This is an optimization exercise on Yosys and OpenROAD, whose aim is small area and a short achievable clock period, not a production implementation. Only simulation tests tie the RTL to the original design; equivalence was not proved. No activity file was given, so power comes from the tool's default toggle rates.

Setup of the reference run:
==> module osm_txq, before the edit <==
module osm_txq (
  input  logic        sys_clk,
  input  logic        sys_rst,
  input  logic [63:0] npi_data,
  input  logic        npi_valid,
  input  logic        npi_last,
  input  logic        npi_rem,
  output logic        npi_rdy,
  output logic [31:0] tx_data,
  output logic        tx_valid,
  output logic        tx_last,
  input  logic        tx_ready,
  input  logic        tx_flush,
  output logic        txq_ovf,
  output logic [31:0] osm_txq2dbg
);
  logic [6:0]  occQ;
  logic [7:0]  wrHiQ, wrLoQ;
  logic [63:0] headSelQ;    
  logic [63:0] wrRowQ;      
  logic [7:0]  wrHiNxt, wrLoNxt;
  logic [63:0] headSel;     
  logic [63:0] nextSel;     
  logic        phaseQ, headLastQ, headRemQ;
  logic        ovfQ, npiRdyQ, txValidQ, txLastQ;
  logic [31:0] txDataQ;
  logic        full, occ1, wrEn, xfer, headPair, popSel, popEn;
  logic        inc, dec, wrRem;
  logic [63:0] wrRow;
  logic [31:0] headHi;
  logic [33:0] nextLo;
  logic [6:0]  occNxt;
  logic        phaseOut;
  logic        hLastNxt, hRemNxt;
  logic [31:0] dataNxt;
  assign full     = occQ[6];
  assign occ1     = (occQ == 7'd1);
  assign wrEn     = npi_valid & ~full & ~tx_flush;
  assign xfer     = txValidQ & tx_ready;
  assign headPair = headRemQ;    
  assign popSel   = phaseQ | headPair;
  assign popEn    = xfer & popSel & ~tx_flush;
  assign inc      = wrEn & ~popEn;
  assign dec      = popEn & ~wrEn;
  assign wrRem    = npi_last & npi_rem;
  assign headSel = headSelQ;
  assign nextSel = {headSelQ[62:0], headSelQ[63]};
  assign wrRow = wrRowQ;
  logic [65:0] mem [0:63];
  always_ff @(posedge sys_clk) begin
    for (int i = 0; i < 64; i++) begin
      if (wrRow[i]) begin
        mem[i] <= {wrRem, npi_last, npi_data};
      end
    end
  end
  for (genvar b = 0; b < 32; b++) begin : g_hi
    logic [63:0] col;
    for (genvar i = 0; i < 64; i++) begin : g_c
      assign col[i] = mem[i][32+b];
    end
    osm_txq_sel64 u_sel (.sel(headSel), .d(col), .y(headHi[b]));
  end
  for (genvar b = 0; b < 34; b++) begin : g_lo
    logic [63:0] col;
    for (genvar i = 0; i < 64; i++) begin : g_c
      assign col[i] = (b < 32) ? mem[i][b] : mem[i][b+32];
    end
    osm_txq_sel64 u_sel (.sel(nextSel), .d(col), .y(nextLo[b]));
  end
  always_comb begin
    if (tx_flush) begin
      occNxt = 7'd0;
    end else if (inc) begin
      occNxt = occQ + 7'd1;
    end else if (dec) begin
      occNxt = occQ - 7'd1;
    end else begin
      occNxt = occQ;
    end
  end
  assign phaseOut = xfer ? (~phaseQ & ~headPair) : phaseQ;
  logic        selN, selH, newHead;
  logic [31:0] dataOth;
  logic        lastOth, remOth, txLastOth, txLastNxt;
  assign selN    = xfer & popSel & ~occ1;
  assign selH    = xfer & ~popSel;
  assign newHead = xfer ? (popSel & occ1) : ~txValidQ;
  assign dataOth   = newHead ? npi_data[31:0] : ((xfer | ~txValidQ) ? 32'd0 : txDataQ);
  assign lastOth   = newHead ? npi_last : ((xfer & popSel) ? 1'b0 : headLastQ);
  assign remOth    = newHead ? wrRem    : ((xfer & popSel) ? 1'b0 : headRemQ);
  assign txLastOth = newHead ? wrRem :
                     xfer    ? (~popSel & headLastQ) : txLastQ;
  for (genvar b = 0; b < 32; b++) begin : g_dn
    osm_txq_ao221 u_d (.a1(selN), .a2(nextLo[b]), .b1(selH), .b2(headHi[b]),
                       .c(dataOth[b]), .y(dataNxt[b]));
  end
  osm_txq_ao21 u_hl (.a1(selN), .a2(nextLo[32]), .c(lastOth),   .y(hLastNxt));
  osm_txq_ao21 u_hr (.a1(selN), .a2(nextLo[33]), .c(remOth),    .y(hRemNxt));
  osm_txq_ao21 u_tl (.a1(selN), .a2(nextLo[33]), .c(txLastOth), .y(txLastNxt));
  always_ff @(posedge sys_clk) begin
    headLastQ <= hLastNxt;
    headRemQ  <= hRemNxt;
    txDataQ   <= dataNxt;
  end
  always_comb begin
    wrHiNxt = wrHiQ;
    wrLoNxt = wrLoQ;
    if (tx_flush) begin
      wrHiNxt = 8'd1;
      wrLoNxt = 8'd1;
    end else if (wrEn) begin
      wrLoNxt = {wrLoQ[6:0], wrLoQ[7]};
      if (wrLoQ[7]) wrHiNxt = {wrHiQ[6:0], wrHiQ[7]};
    end
  end
  always_ff @(posedge sys_clk or posedge sys_rst) begin
    if (sys_rst) begin
      wrRowQ <= 64'd1;
    end else begin
      for (int i = 0; i < 64; i++) begin
        wrRowQ[i] <= wrHiNxt[i/8] & wrLoNxt[i%8] & ~occNxt[6];
      end
    end
  end
  always_ff @(posedge sys_clk or posedge sys_rst) begin
    if (sys_rst) begin
      wrHiQ    <= 8'd1;
      wrLoQ    <= 8'd1;
      headSelQ <= 64'd1;
      occQ     <= 7'd0;
      phaseQ   <= 1'b0;
      ovfQ     <= 1'b0;
      npiRdyQ  <= 1'b0;
      txValidQ <= 1'b0;
      txLastQ  <= 1'b0;
    end else begin
      wrHiQ <= wrHiNxt;
      wrLoQ <= wrLoNxt;
      headSelQ <= tx_flush ? 64'd1 : popEn ? {headSelQ[62:0], headSelQ[63]} : headSelQ;
      occQ     <= occNxt;
      phaseQ   <= phaseOut & ~tx_flush;
      ovfQ     <= ovfQ | (npi_valid & full & ~tx_flush);
      npiRdyQ  <= tx_flush | (inc ? (occQ <= 7'd31) : dec ? (occQ <= 7'd33) : (occQ <= 7'd32));
      txValidQ <= ~tx_flush & (npi_valid & ~full | txValidQ & ~(popEn & occ1));
      txLastQ  <= txLastNxt;
    end
  end
  always_comb begin
    osm_txq2dbg      = 32'd0;
    osm_txq2dbg[6:0] = occQ;
    osm_txq2dbg[16]  = phaseQ;
    osm_txq2dbg[17]  = npiRdyQ;
    osm_txq2dbg[18]  = ovfQ;
    osm_txq2dbg[30]  = txValidQ;
    osm_txq2dbg[31]  = tx_ready;
  end
  assign npi_rdy  = npiRdyQ;
  assign tx_data  = txDataQ;
  assign tx_valid = txValidQ;
  assign tx_last  = txLastQ;
  assign txq_ovf  = ovfQ;
endmodule
export LEC_CHECK = 0
export CAP_MARGIN = 20
export CORE_MARGIN = 2
export CORE_UTILIZATION = 65
export CTS_CLUSTER_DIAMETER = 60
export CTS_CLUSTER_SIZE = 25
export SETUP_SLACK_MARGIN = 2.9
export SLEW_MARGIN = 20
export SYNTH_HIERARCHICAL = 1
export SYNTH_MEMORY_MAX_BITS = 8192
export TNS_END_PERCENT = 20
create_clock -name core_clock -period 5.5 [get_ports {sys_clk}]
standard.sh (not shown) runs the stock make flow with config.mk's settings and CLKGATE_MAP_FILE= SYNTH_SCRIPT=/design/flow/synth_recipe.tcl, a recipe that flattens the netlist after the stock synthesis.
==> flow/flow/run.sh <==
#!/bin/bash
# Layout flow: the standard ORFS flow (standard synthesis unchanged),
# except that the input and output ports get sky130 buf_4 port buffers
# instead of the delay-cell buffers buffer_ports picks by default.
# make's full output goes to flow_make.log in the work folder; each ORFS
# step also keeps its own log under orfs/logs/.
set -euo pipefail
cd "$(dirname "$0")/.."
export BUFFER_PORTS_ARGS="-buffer_cell sky130_fd_sc_hd__buf_4"
bash standard.sh finish > flow_make.log 2>&1
Inputs modified between the reference run and the trial run:
-- flow/design.v --
<<< the reference run, line 79
  logic [7:0]  wrHiQ, wrLoQ;
  logic [63:0] headSelQ;    
  logic [63:0] wrRowQ;      
  logic [7:0]  wrHiNxt, wrLoNxt;
>>> the trial run, line 79
  logic [7:0]  wrHiQ, wrLoQ;
  logic [63:0] headSelQ;    
  logic [63:0] nextSelQ;    
  logic [63:0] wrRowQ;      
  logic [7:0]  wrHiNxt, wrLoNxt;
<<< the reference run, line 106
  assign wrRem    = npi_last & npi_rem;
  assign headSel = headSelQ;
  assign nextSel = {headSelQ[62:0], headSelQ[63]};
  assign wrRow = wrRowQ;
  logic [65:0] mem [0:63];
>>> the trial run, line 107
  assign wrRem    = npi_last & npi_rem;
  assign headSel = headSelQ;
  assign nextSel = nextSelQ;
  assign wrRow = wrRowQ;
  logic [65:0] mem [0:63];
<<< the reference run, line 190
      wrLoQ    <= 8'd1;
      headSelQ <= 64'd1;
      occQ     <= 7'd0;
      phaseQ   <= 1'b0;
>>> the trial run, line 191
      wrLoQ    <= 8'd1;
      headSelQ <= 64'd1;
      nextSelQ <= 64'd2;
      occQ     <= 7'd0;
      phaseQ   <= 1'b0;
<<< the reference run, line 200
      wrLoQ <= wrLoNxt;
      headSelQ <= tx_flush ? 64'd1 : popEn ? {headSelQ[62:0], headSelQ[63]} : headSelQ;
      occQ     <= occNxt;
      phaseQ   <= phaseOut & ~tx_flush;
>>> the trial run, line 202
      wrLoQ <= wrLoNxt;
      headSelQ <= tx_flush ? 64'd1 : popEn ? {headSelQ[62:0], headSelQ[63]} : headSelQ;
      nextSelQ <= tx_flush ? 64'd2 : popEn ? {nextSelQ[62:0], nextSelQ[63]} : nextSelQ;
      occQ     <= occNxt;
      phaseQ   <= phaseOut & ~tx_flush;
==> comparison <==
The trial run and the reference run all finish clean. The slowest stage cell on the critical path comes out sky130_fd_sc_hd__dfrtp_4 in one run and sky130_fd_sc_hd__dfrtp_2 in the other, namely in the reference run and the trial run respectively. Proportion of final cell area spent on non-clock buffers was higher in the reference run than in the trial run. The die span in x number comes out higher for the trial run vs the reference run. | flip-flop and latch count | the trial run vs the reference run | about 1.4% higher |. Taking the reference run as the reference, in the trial run cell area after synthesis now sits higher; leakage component of the power climbed about 0.5%; part of the Yosys area used for sequential elements went down 0.24 points. Final worst setup slack: the trial run higher than the reference run. Compared the trial run against the reference run; final non-filler cell area within noise. Re wire length of the first global-routing pass: the trial run is 63000 µm down on the reference run. The reference run has a higher largest net degree at the start of global routing than the trial run. Going from the reference run to the trial run, power share of the clock group went down by 0.3 points; total power +1.2%. Row met2 usage: the trial run lower / the reference run higher.

==> separate check: timing with driven ports <==
In the flow no input, the clock included, has a driving cell. The finished layouts below were timed again as built, in two steps. Step 1, drivers: a clkbuf_16 drives sys_clk and a buf_2 each remaining input, both assumed. Step 2 moves the port delays by t, midway between the first and last clock arrival at a register: inputs arrive t later, outputs are due t later. That takes back most of the time a late clock gives input paths. Slacks: no drivers / after step 1 / after step 2; pairs: no drivers / after step 1.
run | shift t [ns] | slack for setup (ns) | worst setup path at the end | cell pins on the clock port's net
the reference run | 1.019 | 2.674 / 2.656 / 2.151 | input to register | 1
the trial run | 1.015 | 2.731 / 2.627 / 2.140 | input to register | 1
After both steps setup and hold are still met in every run listed. For the trial run, which loses most, drivers alone change the setup slack by -0.104 ns; drivers and shift together by -0.591 ns.
